From an optimization exercise on the open Yosys and OpenROAD flow, aimed at small area, a short achievable clock period and few clock cycles; shortcuts taken in it are not production practice.
In this exercise RTL edits were held to simulation tests only and were not proved equivalent to the original.
Power is estimated from default activity; no workload was simulated.

==> inputs of pepper <==
// thermistor_frame_aggregator
module thermistor_frame_aggregator #(
  parameter int PACK_COUNT = tfa_pkg::PACK_COUNT_DEF
) (
  input  logic               clk,
  input  logic               rst_n,
  input  logic               start,
  output logic               busy,
  input  tfa_pkg::in_beat_t  in_data,
  output logic               out_strobe,
  output tfa_pkg::out_beat_t out_data,
  input  logic               cfg_valid,
  output logic               cfg_ready,
  input  logic [7:0]         cfg_index,
  input  logic [15:0]        cfg_data
);
Settings: LEC_CHECK=0, ABC_CLOCK_PERIOD_IN_PS=3500, CAP_MARGIN=20, CORE_MARGIN=2, CORE_UTILIZATION=45, PLACE_DENSITY=0.6, SETUP_SLACK_MARGIN=4.5, SLEW_MARGIN=20; clock period 8.0 ns.
run.sh (not shown) runs the stock make flow with config.mk's settings and CLKGATE_MAP_FILE= SYNTH_SCRIPT=/design/flow/synth_recipe.tcl, a recipe that flattens the netlist after the stock synthesis.
==> amber (differences from pepper) <==
--- a/flow/design.v
+++ b/flow/design.v
@@ -119,17 +119,17 @@
   logic signed [7:0]  maxv_r   [0:NH-1];
   logic [2:0]         maxp_r   [0:NH-1];
   logic signed [10:0] sum_r    [0:NH-1];
   logic signed [7:0]  t [0:5];
   logic [5:0]         lt [0:5];    
-  logic signed [10:0] w_sum;
+  logic signed [8:0]  w_ps [0:2];
   always_comb begin
     for (int i = 0; i < 6; i++) t[i] = p1_pay[8*i +: 8];
     for (int i = 0; i < 6; i++)
       for (int j = 0; j < 6; j++)
         lt[i][j] = (t[i] < t[j]);
-    w_sum = 11'(t[0]) + 11'(t[1]) + 11'(t[2]) + 11'(t[3]) + 11'(t[4]) + 11'(t[5]);
+    for (int k = 0; k < 3; k++) w_ps[k] = 9'(t[2*k]) + 9'(t[2*k+1]);
   end
   logic [NH-1:0] stale;
   logic [15:0]   s_a, s_nhi, s_nhim1, s_g;
   logic          s_neg;
   assign s_a     = p1_now[15:0];
@@ -153,12 +153,15 @@
   end
   logic              p2_w, p2_r;
   logic [3:0]        p2_h;
   logic [47:0]       p2_t;
   logic [5:0]        p2_lt [0:5];
-  logic signed [10:0] p2_sum;
-  logic [NH-1:0]     p2_stale;
+  logic signed [8:0] p2_ps [0:2];
+  logic [NH-1:0]     p2_vld;
+  logic [NH-1:0]     wr_set;
+  always_comb
+    for (int h = 0; h < NH; h++) wr_set[h] = valid_r[h] || (p2_w && p2_h == 4'(h));
   always_ff @(posedge clk) begin
     if (!rst_n) begin
       p2_w <= 1'b0;
       p2_r <= 1'b0;
     end else begin
@@ -168,17 +171,19 @@
   end
   always_ff @(posedge clk) begin
     p2_h     <= p1_h;
     p2_t     <= p1_pay;
     for (int i = 0; i < 6; i++) p2_lt[i] <= lt[i];
-    p2_sum   <= w_sum;
-    p2_stale <= stale;
+    for (int k = 0; k < 3; k++) p2_ps[k] <= w_ps[k];
+    p2_vld   <= wr_set & ~stale;
   end
   logic signed [7:0] u [0:5];
   logic [5:0]        minsel, maxsel;
   logic signed [7:0] w_minv, w_maxv;
   logic [2:0]        w_minp, w_maxp;
+  logic signed [10:0] w_sum;
+  assign w_sum = 11'(p2_ps[0]) + 11'(p2_ps[1]) + 11'(p2_ps[2]);
   always_comb begin
     for (int i = 0; i < 6; i++) u[i] = p2_t[8*i +: 8];
     for (int i = 0; i < 6; i++) begin
       minsel[i] = 1'b1;
       maxsel[i] = 1'b1;
@@ -209,16 +214,16 @@
         temps_r[h] <= p2_t;
         minv_r[h]  <= w_minv;
         minp_r[h]  <= w_minp;
         maxv_r[h]  <= w_maxv;
         maxp_r[h]  <= w_maxp;
-        sum_r[h]   <= p2_sum;
+        sum_r[h]   <= w_sum;
       end
     end
   end
   logic [NH-1:0] vld;
-  assign vld = valid_r & ~p2_stale;
+  assign vld = p2_vld;
   always_ff @(posedge clk) begin
     if (!rst_n) begin
       valid_r <= '0;
     end else begin
       for (int h = 0; h < NH; h++) begin
@@ -227,34 +232,28 @@
       end
     end
   end
   logic [3:0] ptr_h;
   logic [2:0] ptr_o;
-  logic [3:0] m3;
   logic [NH-1:0] above;
   logic [3:0] first_all, first_above, first_h;
   logic       hv;
   logic [3:0] sel_h;
   logic [2:0] sel_o;
-  logic signed [7:0] tsel;
   always_comb begin
-    m3 = '0;
-    for (int h = 0; h < NH; h++) m3 = m3 + 4'(vld[h]);
     for (int h = 0; h < NH; h++) above[h] = vld[h] && (4'(h) > ptr_h);
     first_all = '0;
     for (int h = NH - 1; h >= 0; h--) if (vld[h]) first_all = 4'(h);
     first_above = '0;
     for (int h = NH - 1; h >= 0; h--) if (above[h]) first_above = 4'(h);
     first_h = (above != '0) ? first_above : first_all;
     hv    = vld[ptr_h];
     sel_h = hv ? ptr_h : first_h;
     sel_o = hv ? ptr_o : 3'd0;
-    tsel  = hv ? temps_r[ptr_h][8*ptr_o +: 8] : temps_r[first_h][7:0];
   end
-  function automatic logic [15:0] pick4(logic [63:0] c, logic is_max);
+  function automatic logic [3:0] win4(logic [63:0] c, logic is_max);
     logic [3:0]        win;
-    logic [15:0]       r;
     logic signed [7:0] vi, vj;
     logic              better, same;
     for (int i = 0; i < 4; i++) begin
       vi = c[16*i + 7 +: 8];
       win[i] = c[16*i + 15];
@@ -264,51 +263,53 @@
         same   = (vi == vj);
         if (j != i)
           win[i] = win[i] & (!c[16*j + 15] || better || (j > i && same));
       end
     end
+    win4 = win;
+  endfunction
+  function automatic logic [15:0] pick4(logic [63:0] c, logic is_max);
+    logic [3:0]  win;
+    logic [15:0] r;
+    win = win4(c, is_max);
     r = '0;
     for (int i = 0; i < 4; i++) r = r | (win[i] ? c[16*i +: 16] : 16'd0);
     pick4 = r;
   endfunction
-  logic [15:0] gmin [0:2], gmax [0:2];
+  logic [3:0] gmin [0:2], gmax [0:2];
   logic signed [12:0] sg [0:2];
   always_comb begin
     for (int k = 0; k < 3; k++) begin
       logic [63:0] cmin, cmax;
       for (int j = 0; j < 4; j++) begin
         cmin[16*j +: 16] = {vld[4*k+j], minv_r[4*k+j], 4'(4*k+j), minp_r[4*k+j]};
         cmax[16*j +: 16] = {vld[4*k+j], maxv_r[4*k+j], 4'(4*k+j), maxp_r[4*k+j]};
       end
-      gmin[k] = pick4(cmin, 1'b0);
-      gmax[k] = pick4(cmax, 1'b1);
+      gmin[k] = win4(cmin, 1'b0);
+      gmax[k] = win4(cmax, 1'b1);
       sg[k] = '0;
       for (int j = 0; j < 4; j++)
         sg[k] = sg[k] + (vld[4*k+j] ? 13'(sum_r[4*k+j]) : 13'sd0);
     end
   end
   logic              p3_r;
-  logic [15:0]       p3_mn [0:2], p3_mx [0:2];
+  logic [3:0]        p3_mn [0:2], p3_mx [0:2];
   logic signed [12:0] p3_sg [0:2];
-  logic [3:0]        p3_m;
   logic [3:0]        p3_sh;
   logic [2:0]        p3_so;
-  logic signed [7:0] p3_ts;
   always_ff @(posedge clk) begin
     if (!rst_n) p3_r <= 1'b0;
-    else        p3_r <= p2_r && (m3 != '0);
+    else        p3_r <= p2_r && (vld != '0);
   end
   always_ff @(posedge clk) begin
     for (int k = 0; k < 3; k++) begin
       p3_mn[k] <= gmin[k];
       p3_mx[k] <= gmax[k];
       p3_sg[k] <= sg[k];
     end
-    p3_m  <= m3;
     p3_sh <= sel_h;
     p3_so <= sel_o;
-    p3_ts <= tsel;
   end
   always_ff @(posedge clk) begin
     if (!rst_n) begin
       ptr_h <= '0;
       ptr_o <= '0;
@@ -321,15 +322,32 @@
         ptr_h <= p3_sh;
       end
     end
   end
   logic [15:0] mn_f, mx_f;
+  logic [47:0] mn_c, mx_c;
   logic signed [14:0] s_total;
+  logic [3:0] m4;
+  logic signed [7:0] tsel;
   always_comb begin
-    mn_f = pick4({16'd0, p3_mn[2], p3_mn[1], p3_mn[0]}, 1'b0);
-    mx_f = pick4({16'd0, p3_mx[2], p3_mx[1], p3_mx[0]}, 1'b1);
+    for (int k = 0; k < 3; k++) begin
+      logic [15:0] a, b;
+      a = '0;
+      b = '0;
+      for (int j = 0; j < 4; j++) begin
+        a = a | (p3_mn[k][j] ? {1'b1, minv_r[4*k+j], 4'(4*k+j), minp_r[4*k+j]} : 16'd0);
+        b = b | (p3_mx[k][j] ? {1'b1, maxv_r[4*k+j], 4'(4*k+j), maxp_r[4*k+j]} : 16'd0);
+      end
+      mn_c[16*k +: 16] = a;
+      mx_c[16*k +: 16] = b;
+    end
+    mn_f = pick4({16'd0, mn_c}, 1'b0);
+    mx_f = pick4({16'd0, mx_c}, 1'b1);
     s_total = 15'(p3_sg[0]) + 15'(p3_sg[1]) + 15'(p3_sg[2]);
+    m4 = '0;
+    for (int h = 0; h < NH; h++) m4 = m4 + 4'(valid_r[h]);
+    tsel = temps_r[p3_sh][8*p3_so +: 8];
   end
   logic              p4_r;
   logic signed [7:0] p4_lo, p4_hi, p4_ts;
   logic [3:0]        p4_loh, p4_hih, p4_sh, p4_m;
   logic [2:0]        p4_lop, p4_hip, p4_so;
@@ -344,14 +362,14 @@
     p4_lop <= mn_f[2:0];
     p4_hi  <= mx_f[14:7];
     p4_hih <= mx_f[6:3];
     p4_hip <= mx_f[2:0];
     p4_s   <= s_total;
-    p4_m   <= p3_m;
+    p4_m   <= m4;
     p4_sh  <= p3_sh;
     p4_so  <= p3_so;
-    p4_ts  <= p3_ts;
+    p4_ts  <= tsel;
   end
   function automatic logic [6:0] idx_of(logic [3:0] h, logic [2:0] p);
     idx_of = {1'b0, h, 2'b00} + {2'b00, h, 1'b0} + {4'd0, p};
   endfunction
   logic        p4_neg;
@@ -373,10 +391,11 @@
   rec_t        p5_rec;
   logic        p5_neg;
   logic [12:0] p5_n;
   logic [5:0]  p5_d;
   logic [6:0]  p5_d3;
+  logic [7:0]  p5_cka;
   always_ff @(posedge clk) begin
     if (!rst_n) p5_r <= 1'b0;
     else        p5_r <= p4_r;
   end
   always_ff @(posedge clk) begin
@@ -389,10 +408,12 @@
     p5_rec.ts  <= p4_ts;
     p5_neg     <= p4_neg;
     p5_n       <= p4_n2[13:1];
     p5_d       <= p4_d;
     p5_d3      <= {p4_m, 3'b000} + {3'b000, p4_m};
+    p5_cka     <= tfa_pkg::CK_SEED + module_r + p4_lo + p4_hi
+                + {1'b0, p4_m, 2'b00} + {2'b00, p4_m, 1'b0};
   end
   function automatic logic [7:0] div_row(logic [5:0] rem, logic [1:0] nb, logic [5:0] d,
                                          logic [6:0] d3);
     logic [7:0] tr;
     logic [8:0] s1, s2, s3;
@@ -409,16 +430,16 @@
   logic       p6_neg, p7_neg, p8_neg, p9_neg;
   logic [5:0] p6_d, p7_d, p8_d;
   logic [6:0] p6_d3, p7_d3, p8_d3;
   logic [5:0] p6_rem, p7_rem, p8_rem;
   logic [7:0] p6_nq, p7_nq, p8_nq, p9_q;
-  rec_t       p6_rec, p7_rec, p8_rec, p9_rec, p10_rec;
+  rec_t       p6_rec, p7_rec, p8_rec, p9_rec;
+  logic [6:0] p10_sel;
+  logic [7:0] p10_ts;
   logic [7:0] ckp, p6_ck, p7_ck, p8_ck, p9_ck;
   logic [7:0] x6, x7, x8, x9;
-  assign ckp = tfa_pkg::CK_SEED + module_r + p5_rec.lo + p5_rec.hi
-             + {1'b0, p5_rec.m, 2'b00} + {2'b00, p5_rec.m, 1'b0}
-             + 8'(p5_rec.hid) + 8'(p5_rec.lid);
+  assign ckp = p5_cka + 8'(p5_rec.hid) + 8'(p5_rec.lid);
   assign x6 = div_row({1'b0, p5_n[12:8]}, p5_n[7:6], p5_d, p5_d3);
   assign x7 = div_row(p6_rem, p6_nq[7:6], p6_d, p6_d3);
   assign x8 = div_row(p7_rem, p7_nq[7:6], p7_d, p7_d3);
   assign x9 = div_row(p8_rem, p8_nq[7:6], p8_d, p8_d3);
   always_ff @(posedge clk) begin
@@ -456,11 +477,12 @@
     p9_neg  <= p8_neg;
     p6_rec  <= p5_rec;
     p7_rec  <= p6_rec;
     p8_rec  <= p7_rec;
     p9_rec  <= p8_rec;
-    p10_rec <= p9_rec;
+    p10_sel <= p9_rec.sel;
+    p10_ts  <= p9_rec.ts;
     p6_ck   <= ckp;
     p7_ck   <= p6_ck;
     p8_ck   <= p7_ck;
     p9_ck   <= p8_ck;
   end
@@ -484,17 +506,15 @@
       out_r.byte_6     <= 8'(p9_rec.lid);
       out_r.byte_7     <= p9_ck + avg;
       out_r.last       <= 1'b0;
     end else begin
       out_r.frame_kind <= tfa_pkg::KIND_GENERAL;
-      out_r.byte_0     <= 8'(p10_rec.sel);
-      out_r.byte_1     <= p10_rec.ts;
-      out_r.byte_2     <= 8'(p10_rec.sel);
-      out_r.byte_3     <= p10_rec.lo;
-      out_r.byte_4     <= p10_rec.hi;
-      out_r.byte_5     <= 8'(p10_rec.hid);
-      out_r.byte_6     <= 8'(p10_rec.lid);
+      out_r.byte_0     <= 8'(p10_sel);
+      out_r.byte_1     <= p10_ts;
+      out_r.byte_2     <= 8'(p10_sel);
+      out_r.byte_3     <= out_r.byte_1;
+      out_r.byte_4     <= out_r.byte_2;
       out_r.byte_7     <= tfa_pkg::GEN_TAIL;
       out_r.last       <= 1'b1;
     end
   end
   assign out_strobe = out_strobe_r;
- ABC_CLOCK_PERIOD_IN_PS: 3500 -> not set
- CORE_UTILIZATION: 45 -> 65
- CTS_CLUSTER_DIAMETER: not set -> 55
- CTS_CLUSTER_SIZE: not set -> 24
- PLACE_DENSITY: 0.6 -> 0.8
==> comparison <==
Of pepper and amber, amber has the higher combinational power (gap about 33%, measured against amber).
Against amber, the cell count of pepper is higher by about 13%.
Of amber and pepper, amber has the higher sequential share of layout area (gap 2.0 points).
In amber the clock skew is lower than in pepper, by 22 ps.
Of amber and pepper, pepper has the higher total power (gap about 4.4%, measured against pepper).
Against amber, the routed wire length of pepper is larger by 10%.
==> figures <==
| quantity | pepper | amber |
|---|---|---|
| Result of the run | no timing/DRC/antenna violations | no timing/DRC/antenna violations |
| Synth Area in Compound Gates | 0.125 | 0.125 |
| Power density over the cells | 211 nW/um^2 | 215 nW/um^2 |
| Internal Pwr Total | 20200 uW | 18600 uW |
| R2r startpoint | valid_r[10]$_SDFFE_PN0P_ | p2_vld[4]$_DFF_P_ |
| Post-route minimum period | 3880 ps | 3640 ps |
| Met2 WL post-DR | 155000 um | 141000 um |
| Instance count of the mapped netlist | 8812 | 8568 |
| Antenna violations before repair | 15 | 6 |
| Number of distinct library cells after synthesis | 115 | 90 |
| Number of sequential storage elements | 2301 | 2219 |
| Worst slew pin tran | 1170 ps | 1200 ps |
| Routed wire length on met3 | 28900 um | 34800 um |
| Capturing element of the worst setup path | p3_r$_SDFF_PN0_ | p3_sg[1][11]$_DFF_P_ |
Testbench counts of pepper, summed over its fixed seeds: cycles 4,958.
Testbench counts of amber, summed over its fixed seeds: cycles 4,958.

static timing again, ports no longer ideal:
Ports are ideal in the flow. The routed layouts listed here were re-timed in OpenROAD.
Step 1 sets driving cells, clkbuf_16 on the clock port and buf_2 on the other inputs (assumed; they add their load-dependent delay and slew).
Step 2 adds t to the input delays and takes it off the output delays; t is the mean of the earliest and latest rising clock arrival at the registers after step 1. Input paths then give back, and output paths get back, about the clock's delay inside the block.
Three values: ideal, step 1, step 2; two values: the first two.
run | shift t [ns] | setup slack, ns | hold slack, ns | latest minus earliest clock arrival (ns) | worst data-port slew with drivers (ns)
pepper | 0.991 | 4.124 / 4.124 / 3.650 | 0.304 / 0.304 / 0.304 | 0.072 / 0.072 | 0.09
amber | 0.909 | 4.358 / 4.358 / 3.720 | 0.319 / 0.319 / 0.319 | 0.056 / 0.057 | 0.06
After both steps every run listed still meets setup and hold. The setup slack of amber, which loses most, moves by 0.000 ns with the drivers and by -0.638 ns with both steps.
